Source: an optimization exercise on an open RTL-to-GDS flow (aim: a short achievable clock period and few clock cycles). Production flows keep margins and buffers that such runs may drop.
Function was checked by simulation only, so behaviour that the tests miss may differ from the original.
No activity file was given, so power comes from the tool's default toggle rates.

$ cat design.v
package cache_pkg;
  typedef enum logic [1:0] {
    StIdle,
    StWriteback,
    StRefill
  } state_e;
  localparam int unsigned AddrBits    = 32;
  localparam int unsigned ByteOffBits = 2;
  function automatic integer tag_bits(input integer setnum, input integer words);
    tag_bits = AddrBits - ByteOffBits - $clog2(setnum) - $clog2(words);
  endfunction
endpackage
module cache_lru #(
  parameter  int unsigned DEGREE = 2,
  localparam int unsigned AW     = $clog2(DEGREE)
) (
  input  logic [DEGREE-1:0][AW-1:0] age_i,
  input  logic [DEGREE-1:0]         valid_i,
  input  logic [AW-1:0]             way_i,
  output logic [DEGREE-1:0][AW-1:0] age_o,
  output logic [AW-1:0]             victim_o
);
  always_comb begin
    age_o = age_i;
    for (int w = 0; w < DEGREE; w++) begin
      if (AW'(w) == way_i) begin
        age_o[w] = '0;
      end else if (age_i[w] < age_i[way_i]) begin
        age_o[w] = age_i[w] + AW'(1);
      end
    end
  end
  always_comb begin
    logic found;
    found    = 1'b0;
    victim_o = '0;
    for (int w = 0; w < DEGREE; w++) begin
      if (!valid_i[w] && !found) begin
        victim_o = AW'(w);
        found    = 1'b1;
      end
    end
    if (!found) begin
      for (int w = 0; w < DEGREE; w++) begin
        if (age_i[w] == AW'(DEGREE - 1)) victim_o = AW'(w);
      end
    end
  end
endmodule
module data_cache_wb (
  input  logic        clk,
  input  logic        rst,
  input  logic [31:0] addressIn,
  input  logic [31:0] dataIn,
  input  logic [3:0]  byteEn,
  input  logic        loadMemory,
  input  logic        storeMemory,
  output logic [31:0] dataOut,
  output logic        hit,
  output logic        stall,
  output logic        mem_req,
  output logic        mem_we,
  output logic [31:0] mem_addr,
  output logic [31:0] mem_wdata,
  input  logic        mem_ack,
  input  logic [31:0] mem_rdata
);
  logic        req, is_st, is_ld;
  logic [1:0]  word;
  logic [2:0]  idx;
  logic [24:0] tg;
  assign req   = loadMemory | storeMemory;
  assign is_st = storeMemory;
  assign is_ld = loadMemory & ~storeMemory;
  assign word  = addressIn[3:2];
  assign idx   = addressIn[6:4];
  assign tg    = addressIn[31:7];
  function automatic logic [31:0] merge(input logic [31:0] old, input logic [31:0] nw,
                                        input logic [3:0] be);
    for (int b = 0; b < 4; b++) merge[b*8 +: 8] = be[b] ? nw[b*8 +: 8] : old[b*8 +: 8];
  endfunction
  logic [24:0] tag_q  [16];
  logic [15:0] valid_q, dirty_q;
  logic [7:0]  lru_q;              
  logic [31:0] data_q [64];
  logic        busy_q, wbph_q, last_q, mway_q, room_q;
  logic [1:0]  beat_q;
  logic [2:0]  midx_q;
  logic [24:0] mtag_q;
  logic [31:0] maddr_q;
  logic [31:0] wbl_q [4];          
  logic [3:0]  arr_q;              
  logic [3:0]  ovm_q [4];          
  logic [3:0]  eovm_q [4];         
  logic [31:0] eovd_q [4];         
  logic        qv_q, qway_q, qwb_q;
  logic [2:0]  qidx_q;
  logic [24:0] qtag_q, qwbtag_q;
  logic [3:0]  qovm_q [4];
  logic [31:0] qovd_q [4];
  logic        rdy_q, fwd_q, s1_q;
  logic [31:0] d0_q, d1_q;
  logic [15:0] tmatch;
  always_comb begin
    for (int i = 0; i < 16; i++) tmatch[i] = valid_q[i] & (tag_q[i] == tg);
  end
  logic [1:0] m, isq, ise, ok, fme, fmq;
  logic       arrw, lk_hit, lk_fme, lk_fmq, lk_fm, lk_miss;
  assign arrw = arr_q[word];
  always_comb begin
    for (int w = 0; w < 2; w++) begin
      m[w]   = tmatch[{idx, w[0]}];
      isq[w] = qv_q & (qidx_q == idx) & (qway_q == w[0]);
      ise[w] = busy_q & (midx_q == idx) & (mway_q == w[0]) & ~isq[w];
      ok[w]  = m[w] & ~isq[w] & (~ise[w] | arrw);
      fme[w] = m[w] & ise[w];
      fmq[w] = m[w] & isq[w];
    end
  end
  assign lk_hit  = |ok;
  assign lk_fme  = |fme;
  assign lk_fmq  = |fmq;
  assign lk_fm   = lk_fme | lk_fmq;
  assign lk_miss = ~|m;
  logic [7:0]  vs, wbn;
  logic [24:0] vtag [8];
  always_comb begin
    for (int s = 0; s < 8; s++) begin
      vs[s]   = ~valid_q[{s[2:0], 1'b0}] ? 1'b0 : (~valid_q[{s[2:0], 1'b1}] ? 1'b1 : lru_q[s]);
      wbn[s]  = valid_q[{s[2:0], vs[s]}] & dirty_q[{s[2:0], vs[s]}];
      vtag[s] = tag_q[{s[2:0], vs[s]}];
    end
  end
  logic vict, wbneed;
  assign vict   = vs[idx];
  assign wbneed = wbn[idx];
  logic free_now, room, cmpl, done, nd, alloc, to_e, to_q, acc_way, st_done;
  assign free_now = ~busy_q | (mem_ack & last_q);    
  assign room     = room_q | (mem_ack & last_q);      
  assign cmpl     = rdy_q | (fwd_q & mem_ack) | (is_st & room);
  assign stall    = ~cmpl;
  assign hit      = req & cmpl;
  assign dataOut  = fwd_q ? mem_rdata : (s1_q ? d1_q : d0_q);
  assign done     = req & cmpl & ~rst;
  assign nd       = req & ~cmpl & ~rst;
  assign st_done  = done & is_st;
  assign alloc    = req & ~rst & lk_miss & room;
  assign to_e     = alloc & free_now & ~qv_q;         
  assign to_q     = alloc & ~to_e;                    
  assign acc_way  = lk_miss ? vict : m[1];
  logic [3:0]  qovm_n [4];
  logic [31:0] qovd_n [4];
  always_comb begin
    for (int k = 0; k < 4; k++) begin
      qovm_n[k] = qovm_q[k];
      qovd_n[k] = qovd_q[k];
      if (st_done && lk_fmq && word == 2'(k)) begin
        qovm_n[k] = qovm_q[k] | byteEn;
        qovd_n[k] = merge(qovd_q[k], dataIn, byteEn);
      end
    end
  end
  logic       e_next_rf, rf_ack;
  logic [1:0] beat_d;
  logic [3:0] ovm_next_w;
  assign rf_ack = busy_q & ~wbph_q & mem_ack;
  always_comb begin
    beat_d    = beat_q;
    e_next_rf = busy_q & ~wbph_q;
    if (free_now) begin
      beat_d    = 2'd0;
      e_next_rf = qv_q ? ~qwb_q : (to_e & ~wbneed);
    end else if (busy_q & mem_ack) begin
      beat_d    = beat_q + 2'd1;
      e_next_rf = wbph_q ? (beat_q == 2'd3) : 1'b1;
    end
  end
  assign ovm_next_w = free_now ? (qv_q ? qovm_q[word] : 4'b0000) : ovm_q[word];
  logic [1:0]  rfc, epos;
  logic [3:0]  ovm_n [4];
  logic [3:0]  eovm_n [4];
  logic [31:0] eovd_n [4];
  assign rfc  = wbph_q ? 2'd0 : beat_q;
  assign epos = word - rfc;
  always_comb begin
    for (int p = 0; p < 4; p++) begin
      if (free_now && qv_q) begin
        ovm_n[p]  = qovm_n[p];
        eovm_n[p] = qovm_n[p];
        eovd_n[p] = qovd_n[p];
      end else if (free_now) begin
        ovm_n[p]  = (is_st && word == 2'(p)) ? byteEn : 4'b0000;
        eovm_n[p] = ovm_n[p];
        eovd_n[p] = dataIn;
      end else begin
        ovm_n[p] = ovm_q[p];
        if (st_done && lk_fme && word == 2'(p)) ovm_n[p] = ovm_q[p] | byteEn;
        if (rf_ack) begin
          eovm_n[p] = (p < 3) ? eovm_q[p + 1] : 4'b0000;
          eovd_n[p] = (p < 3) ? eovd_q[p + 1] : eovd_q[3];
          if (p < 3 && st_done && lk_fme && epos == 2'(p + 1)) begin
            eovm_n[p] = eovm_q[p + 1] | byteEn;
            eovd_n[p] = merge(eovd_q[p + 1], dataIn, byteEn);
          end
        end else begin
          eovm_n[p] = eovm_q[p];
          eovd_n[p] = eovd_q[p];
          if (st_done && lk_fme && epos == 2'(p)) begin
            eovm_n[p] = eovm_q[p] | byteEn;
            eovd_n[p] = merge(eovd_q[p], dataIn, byteEn);
          end
        end
      end
    end
  end
  logic [2:0]  lsel;
  logic [7:0]  wsel;
  logic [127:0] lines [8];
  logic [127:0] vline;
  logic        byp3;
  assign lsel = qv_q ? qidx_q : idx;
  always_comb begin
    for (int s = 0; s < 8; s++) begin
      wsel[s]  = qv_q ? qway_q : vs[s];
      lines[s] = wsel[s] ? {data_q[{s[2:0], 3'd7}], data_q[{s[2:0], 3'd6}], data_q[{s[2:0], 3'd5}], data_q[{s[2:0], 3'd4}]}
                         : {data_q[{s[2:0], 3'd3}], data_q[{s[2:0], 3'd2}], data_q[{s[2:0], 3'd1}], data_q[{s[2:0], 3'd0}]};
    end
    vline = lines[lsel];
  end
  assign byp3 = busy_q & (lsel == midx_q) & (wsel[lsel] == mway_q);
  logic [2:0]  midx_d;
  logic        mway_d, busy_d;
  logic [15:0] rf_lsel_q;
  logic [3:0]  rf_boh_q;
  logic [31:0] rf_word;
  assign midx_d  = free_now ? lsel : midx_q;
  assign mway_d  = free_now ? wsel[lsel] : mway_q;
  assign busy_d  = free_now ? (qv_q | to_e) : busy_q;
  assign rf_word = merge(mem_rdata, eovd_q[0], eovm_q[0]);
  always_ff @(posedge clk) begin
    if (rst) begin
      busy_q   <= 1'b0;
      wbph_q   <= 1'b0;
      last_q   <= 1'b0;
      room_q   <= 1'b1;
      rf_boh_q <= 4'b0000;
    end else begin
      rf_boh_q <= (busy_d & e_next_rf) ? (4'b0001 << beat_d) : 4'b0000;
      room_q   <= ~busy_d | ~(to_q | (qv_q & ~free_now));
      if (free_now) begin
        busy_q <= busy_d;
        last_q <= 1'b0;
        beat_q <= 2'd0;
        arr_q  <= 4'b0000;
        wbl_q[0] <= vline[31:0];
        wbl_q[1] <= vline[63:32];
        wbl_q[2] <= vline[95:64];
        wbl_q[3] <= byp3 ? rf_word : vline[127:96];
        if (qv_q) begin
          wbph_q  <= qwb_q;
          mtag_q  <= qtag_q;
          maddr_q <= {(qwb_q ? qwbtag_q : qtag_q), qidx_q, 4'b0000};
        end else begin
          wbph_q  <= wbneed;
          mtag_q  <= tg;
          maddr_q <= {(wbneed ? vtag[idx] : tg), idx, 4'b0000};
        end
      end else if (mem_ack) begin
        beat_q       <= beat_q + 2'd1;
        maddr_q[3:2] <= beat_q + 2'd1;
        if (wbph_q) begin
          wbl_q[0] <= wbl_q[1];
          wbl_q[1] <= wbl_q[2];
          wbl_q[2] <= wbl_q[3];
          if (beat_q == 2'd3) begin
            wbph_q  <= 1'b0;
            maddr_q <= {mtag_q, midx_q, 4'b0000};
          end
        end else begin
          arr_q[beat_q] <= 1'b1;
          last_q        <= (beat_q == 2'd2);
        end
      end
    end
    midx_q <= midx_d;
    mway_q <= mway_d;
    for (int l = 0; l < 16; l++) rf_lsel_q[l] <= ({midx_d, mway_d} == 4'(l));
    for (int k = 0; k < 4; k++) begin
      ovm_q[k]  <= ovm_n[k];
      eovm_q[k] <= eovm_n[k];
      eovd_q[k] <= eovd_n[k];
    end
  end
  always_ff @(posedge clk) begin
    if (rst) begin
      qv_q <= 1'b0;
    end else begin
      if (to_q) begin
        qv_q     <= 1'b1;
        qidx_q   <= idx;
        qway_q   <= vict;
        qtag_q   <= tg;
        qwb_q    <= wbneed;
        qwbtag_q <= vtag[idx];
        for (int k = 0; k < 4; k++) begin
          qovm_q[k] <= (is_st && word == 2'(k)) ? byteEn : 4'b0000;
          qovd_q[k] <= dataIn;
        end
      end else begin
        if (free_now) qv_q <= 1'b0;
        for (int k = 0; k < 4; k++) begin
          qovm_q[k] <= qovm_n[k];
          qovd_q[k] <= qovd_n[k];
        end
      end
    end
  end
  assign mem_req   = busy_q;
  assign mem_we    = wbph_q;
  assign mem_addr  = maddr_q;
  assign mem_wdata = wbl_q[0];
  logic fm_next;
  assign fm_next = free_now ? (qv_q ? lk_fmq : to_e) : lk_fme;
  always_ff @(posedge clk) begin
    if (rst) begin
      rdy_q <= 1'b0;
      fwd_q <= 1'b0;
    end else begin
      rdy_q <= nd & (lk_hit | (is_st & lk_fm));
      fwd_q <= nd & is_ld & fm_next & e_next_rf & (beat_d == word) & ~|ovm_next_w;
    end
  end
  always_ff @(posedge clk) begin
    if (rst) begin
      valid_q <= '0;
      dirty_q <= '0;
      lru_q   <= '1;
    end else begin
      if (done) begin
        lru_q[idx] <= ~acc_way;
        if (is_st) dirty_q[{idx, acc_way}] <= 1'b1;
      end
      if (alloc) begin
        valid_q[{idx, vict}] <= 1'b1;
        if (is_ld) dirty_q[{idx, vict}] <= 1'b0;
      end
    end
  end
  always_ff @(posedge clk) begin
    if (alloc) tag_q[{idx, vict}] <= tg;
  end
  logic        ps_v, ps_now;
  logic [5:0]  ps_e;
  logic [3:0]  ps_be;
  logic [31:0] ps_data;
  logic [3:0]  ps_we [64];
  assign ps_now = st_done & (lk_hit | (lk_fme & rf_ack & (beat_q == word)));
  always_ff @(posedge clk) begin
    if (rst) ps_v <= 1'b0;
    else     ps_v <= ps_now;
    for (int e = 0; e < 64; e++)
      ps_we[e] <= (~rst & ps_now & ({idx, acc_way, word} == 6'(e))) ? byteEn : 4'b0000;
    ps_e    <= {idx, acc_way, word};
    ps_be   <= byteEn;
    ps_data <= dataIn;
  end
  logic [31:0] rd_w0, rd_w1;
  logic [31:0] la [2][16], lb [2][8], lc [2][4], ld [2][2];
  always_comb begin
    for (int w = 0; w < 2; w++) begin
      for (int i = 0; i < 16; i++)
        la[w][i] = word[0] ? data_q[{i[3:1], w[0], i[0], 1'b1}] : data_q[{i[3:1], w[0], i[0], 1'b0}];
      for (int i = 0; i < 8; i++) lb[w][i] = word[1] ? la[w][2*i+1] : la[w][2*i];
      for (int i = 0; i < 4; i++) lc[w][i] = idx[0] ? lb[w][2*i+1] : lb[w][2*i];
      for (int i = 0; i < 2; i++) ld[w][i] = idx[1] ? lc[w][2*i+1] : lc[w][2*i];
    end
    rd_w0 = idx[2] ? ld[0][1] : ld[0][0];
    rd_w1 = idx[2] ? ld[1][1] : ld[1][0];
  end
  always_ff @(posedge clk) begin
    for (int b = 0; b < 4; b++) begin
      d0_q[b*8 +: 8] <= (ps_v && ps_be[b] && ps_e == {idx, 1'b0, word}) ? ps_data[b*8 +: 8] : rd_w0[b*8 +: 8];
      d1_q[b*8 +: 8] <= (ps_v && ps_be[b] && ps_e == {idx, 1'b1, word}) ? ps_data[b*8 +: 8] : rd_w1[b*8 +: 8];
    end
    s1_q <= m[1];
  end
  always_ff @(posedge clk) begin
    for (int e = 0; e < 64; e++) begin
      for (int b = 0; b < 4; b++) begin
        if (ps_we[e][b])
          data_q[e][b*8 +: 8] <= ps_data[b*8 +: 8];
        else if (mem_ack && rf_lsel_q[e >> 2] && rf_boh_q[e & 3])
          data_q[e][b*8 +: 8] <= rf_word[b*8 +: 8];
      end
    end
  end
endmodule
$ cat run.sh
#!/bin/bash
# synth_recipe.tcl (not shown) runs the flow's synth.tcl, then flattens the netlist and writes it again
# the make line also repeats each setting of config.mk as NAME=value (left out here)
make -C /OpenROAD-flow-scripts/flow DESIGN_CONFIG=/design/flow/config.mk WORK_HOME=/design/flow/orfs CLKGATE_MAP_FILE= SYNTH_SCRIPT=/design/flow/synth_recipe.tcl finish
$ cat config.mk
export PLATFORM = sky130hd
export DESIGN_NAME = data_cache_wb
export DESIGN_NICKNAME = data_cache_wb
export VERILOG_FILES = /design/flow/design.v
export SDC_FILE = /design/flow/constraint.sdc
export NUM_CORES = 4
export LEC_CHECK = 0
export CAP_MARGIN = 20
export CORE_MARGIN = 2
export CORE_UTILIZATION = 30
export PLACE_DENSITY = 0.42
export SETUP_SLACK_MARGIN = 3.3
export SLEW_MARGIN = 20
export TNS_END_PERCENT = 5
$ cat constraint.sdc
create_clock -name core_clock -period 6.8 [get_ports {clk}]
set_input_delay 1.3600 -clock core_clock [delete_from_list [all_inputs] [get_ports {clk}]]
set_output_delay 1.3600 -clock core_clock [all_outputs]
set_load 0.01 [all_outputs]
==> run summary <==
[worst paths after layout]
path / to / slack, ns / cells past startpoint
max: d1_q[26] / 2.56 / 8
min: dirty_q[4] / 0.48 / 2
max reg2reg: ps_we[4][1] / 2.81 / 16
min reg2reg: dirty_q[4] / 0.48 / 2
[worst max-delay path, delay by kind of cell]
kind	cells	cell delay [ns]
simple gates	2	0.98
compound gates	2	0.56
buf+inv	4	2.01
[cells in the mapped netlist (all sizes together), types with 131 or more instances]
cell type     n  area, um^2
nand3       269        1360
nor4        238        1550
clkbuf     1009        3790
xor2        256        2240
o22ai       594        3720
edfxtp     2919       87700
o21ai       392        2000
nand2b      273        1710
buf         524        2170
dfxtp       511       10200
a21oi       311        1580
mux4        521       11700
nand2       898        3380
mux2i      1287       12900
xnor2       168        1470
a31oi       131         820
mux2       2420       27300
nor2        537        2060
[flip-flops by register name (all words and copies together), names as in the netlist, 6 cells and up]
name / flops
eovd_q: 128
data_q: 2048
d0_q: 32
lru_q: 8
qovm_q: 16
ovm_q: 16
tag_q: 400
ps_data: 32
mtag_q: 25
maddr_q: 30
dirty_q: 16
eovm_q: 16
ps_we: 256
d1_q: 32
ps_e: 6
wbl_q: 128
qovd_q: 128
qtag_q: 25
rf_lsel_q: 16
valid_q: 16
qwbtag_q: 25
[area by class of cell]
class	count	share of cell area (%)
repair buffers	1032	5.34
diodes	39	0.0453
well taps	8064	4.68
multi-input cells	8848	37.9
flip-flops and latches	3430	45.4
clock buffers	586	5.53
inverters	73	0.153
clock inverters	193	0.863
[cell families after synthesis]
| kind of cell | count (synthesis) |
|---|---|
| muxes | 4228 |
| DFF | 3430 |
| and+or+nand+nor | 2436 |
| AOI/OAI and AO/OA | 1718 |
| buffers and inverters | 1606 |
| xor gates and xnor gates | 424 |
| adders and majority gates | 20 |
| other | 1 |
[stage by stage]
| step | instances | util (%) | area [um^2] |
|---|---|---|---|
| 2_1_floorplan | 13900 | - | 183000 |
| 3_3_place_gp | 21100 | 32.0 | 194000 |
| 3_5_place_dp | 21100 | 32.0 | 194000 |
| 4_1_cts | 22100 | 35.2 | 213000 |
| 5_1_grt | 22200 | 35.6 | 215000 |
| 6_report | 22300 | 35.6 | 216000 |
[layer usage]
metal / up-vias / routed length, um
met1: 67900 / 378000
met5: - / 96
met3: 1248 / 65800
met2: 6001 / 401000
met4: 14 / 48400
li1: 53000 / -
[power by group]
part | internal (mW) | switching [mW]
clock network | 13.3 | 9.91
registers | 23.9 | 0.370
logic | 3.50 | 5.36
total | 40.7 | 15.6
[repair_timing]
| action | 4_1_cts | 5_1_grt |
|---|---|---|
| resized for setup | 738 | 271 |
| endpoints found under the setup margin | 2072 | 1457 |
| pin swaps | 103 | 66 |
| buffers inserted | 152 | 78 |
| cloned | 48 | 19 |
==> summary.md <==
| Metric | Value |
|---|---|
| Rows | 286 |
| Die ar. | 613,000 um^2 |
| Share of layout cells above drive strength 1 | 35.5% |
| Die height | 783 um |
| RSZ-0062 raised after global routing | true |
| Worst Hold Class | flip-flop to flip-flop |
| Status | complete, no violations |
| Max Cap Viol | 0 |
| Post-synthesis cell type count | 94 |
| Hold violation count in the final report | 0 |
| Total chip power | 56.3 mW |
| Number of buffers created by CTS | 416 |
| Seq/Total Area, Yosys | 53.7% |
| GRT Resource Usage Total | 27.9% |
| Pwr/cell area | 261 nW/um^2 |
| Die Wd | 783 um |
| Gr ovfl total | 0 |
| IO Port Bufs | 200 |
| CTS H-tree lvls | 5 |
| Clock Root Buffer | clkbuf_16 |
| Vias | 128,000 |
| Layout Nets | 13,900 |
| Max Slew Vio Count | 0 |
| Commonest cells after routing, fill and taps aside | edfxtp_1 (2,919), mux2_2 (2,406), mux2i_1 (1,245), nand2_1 (879), o22ai_1 (583) |
| Drt wl/cell | 40.1 um |
| First-pass GRT wire length | 1,170,000 um |
| CP required | 7.69 ns |
| Fin crit period | 4.24 ns |
| Busiest grt layer | met2 |
| GR Util met1 | 38.1% |
| Pre-CTS setup slack | 0.419 ns |
| Hold_buf cts | 0 |
| Hold_sp | dirty_q[4] |
| Static leakage | 73.8 nW |
| Final setup fails | 0 |
| Arr. time, crit path | 5.13 ns |
| # clock sinks | 3,430 |
| Met2 Use GR | 43.4% |
| Number of flops mapped to enable cells by yosys | 2,919 |
| Setup TNS | 0 ns |
| Fillers | 58,900 |
| FF+latch count, synth | 3,430 |
| Crit path max fanout | 31 |
| Initial antenna violation count | 78 |
| Synthesized instance count | 13,900 |
| Routed Antenna Nets | 0 |
| Xor and xnor area share after synthesis | 2.04% |
| CTS tree | built |
| Pin count of the biggest net entering global routing | 114 |
| Max Root-Sink Buffers | 4 |
| Post-Syn Area per Cell | 13.1 um^2 |
| Area fraction in compound gates after synthesis | 5.88% |
| Maximum vdd drop | 0.232 mV |
| Commonest non-fill, non-tap cell in the layout | edfxtp_1 |
| Mux cell area share after synthesis | 28.5% |
| Cells along the critical path | buf_4 -> inv_4 -> nand2_4 -> buf_4 -> buf_4 -> o22ai_1 -> nor2_1 -> a21oi_1 |
| Setup CP Type | input port to flip-flop |
| DRT Pass-1 Iters | 6 |
| FF-to-FF Start | tag_q[3][10] |
| Routed WL | 894,000 um |
| Initial DRC Count | 15,400 |
| Element type at the critical path end | flip-flop |
| Vias in the first global route | 123,000 |
| Top_reg_cell synth | edfxtp_1 |
| RD Place Congestion | 0.915 |
| Residual DRC | 0 |
| Final WS setup | 2.56 ns |
| Area Overhead vs Synth | 18.3% |
| Most frequent cell on the critical path | buf_4 |
| Synth Area in Adders | 0.137% |
| Ports | 205 |
| Worst-margin pin slew | 1.31 ns |
| Worst-path clk slew | 0.06 ns |
| Multi-input logic area | 81,800 um^2 |
| Crit start category | input port |
| Worst path slowest cell | buf_4 |
| Async SR Flop Fraction | 0% |
| Detail Placement HPWL | 603,000 um |
| Met3 usage | 4.63% |
| Hold_ws | 0.476 ns |
| Clk_skew | 0.0651 ns |
| Largest family of logic cells by synthesized area | multiplexers |
| Worst skew pair latency | 1.06 ns |
| Vias per Instance | 5.76 |
| FF+latch area | 97,900 um^2 |
| Initial Util | 30.1% |
| CP startpoint | addressIn[6] |
| Worst rel slew slack | 12.4% |
| Core Area | 606,000 um^2 |
| Simple-gate share of the synthesized area | 6.30% |
| Max Clk Rate | 236 MHz |
| Synth warnings | 20 |
| Final Cycle Share | 62.3% |
| CP peak stage delay | 0.69 ns |
| Synth Cell Area | 182,000 um^2 |
Testbench counts, summed over its fixed seeds: cycles 159,033.

[what the ideal ports hide]
How much do the figures lean on ideal ports? The routed layout below was timed once more, with nothing changed but the port constraints.
Step 1 sets driving cells, clkbuf_16 on the clock port and buf_2 on the other inputs (assumed; they add their load-dependent delay and slew).
Step 2, shift: input delay + t, output delay - t, t = (earliest + latest rising clock arrival at the registers) / 2. This alone moves slack from input paths to output paths.
a / b / c = no drivers / after step 1 / after step 2; a / b = the first two.
shift t [ns]: 1.158
setup WS [ns]: 2.564 / 2.577 / 1.445
worst setup path at the end: input to register
clock arrival spread, ns: 0.065 / 0.066
pins driven straight from the clock port: 1
After both steps setup and hold are still met in this run. For this run, drivers alone change the setup slack by +0.013 ns; drivers and shift together by -1.119 ns.
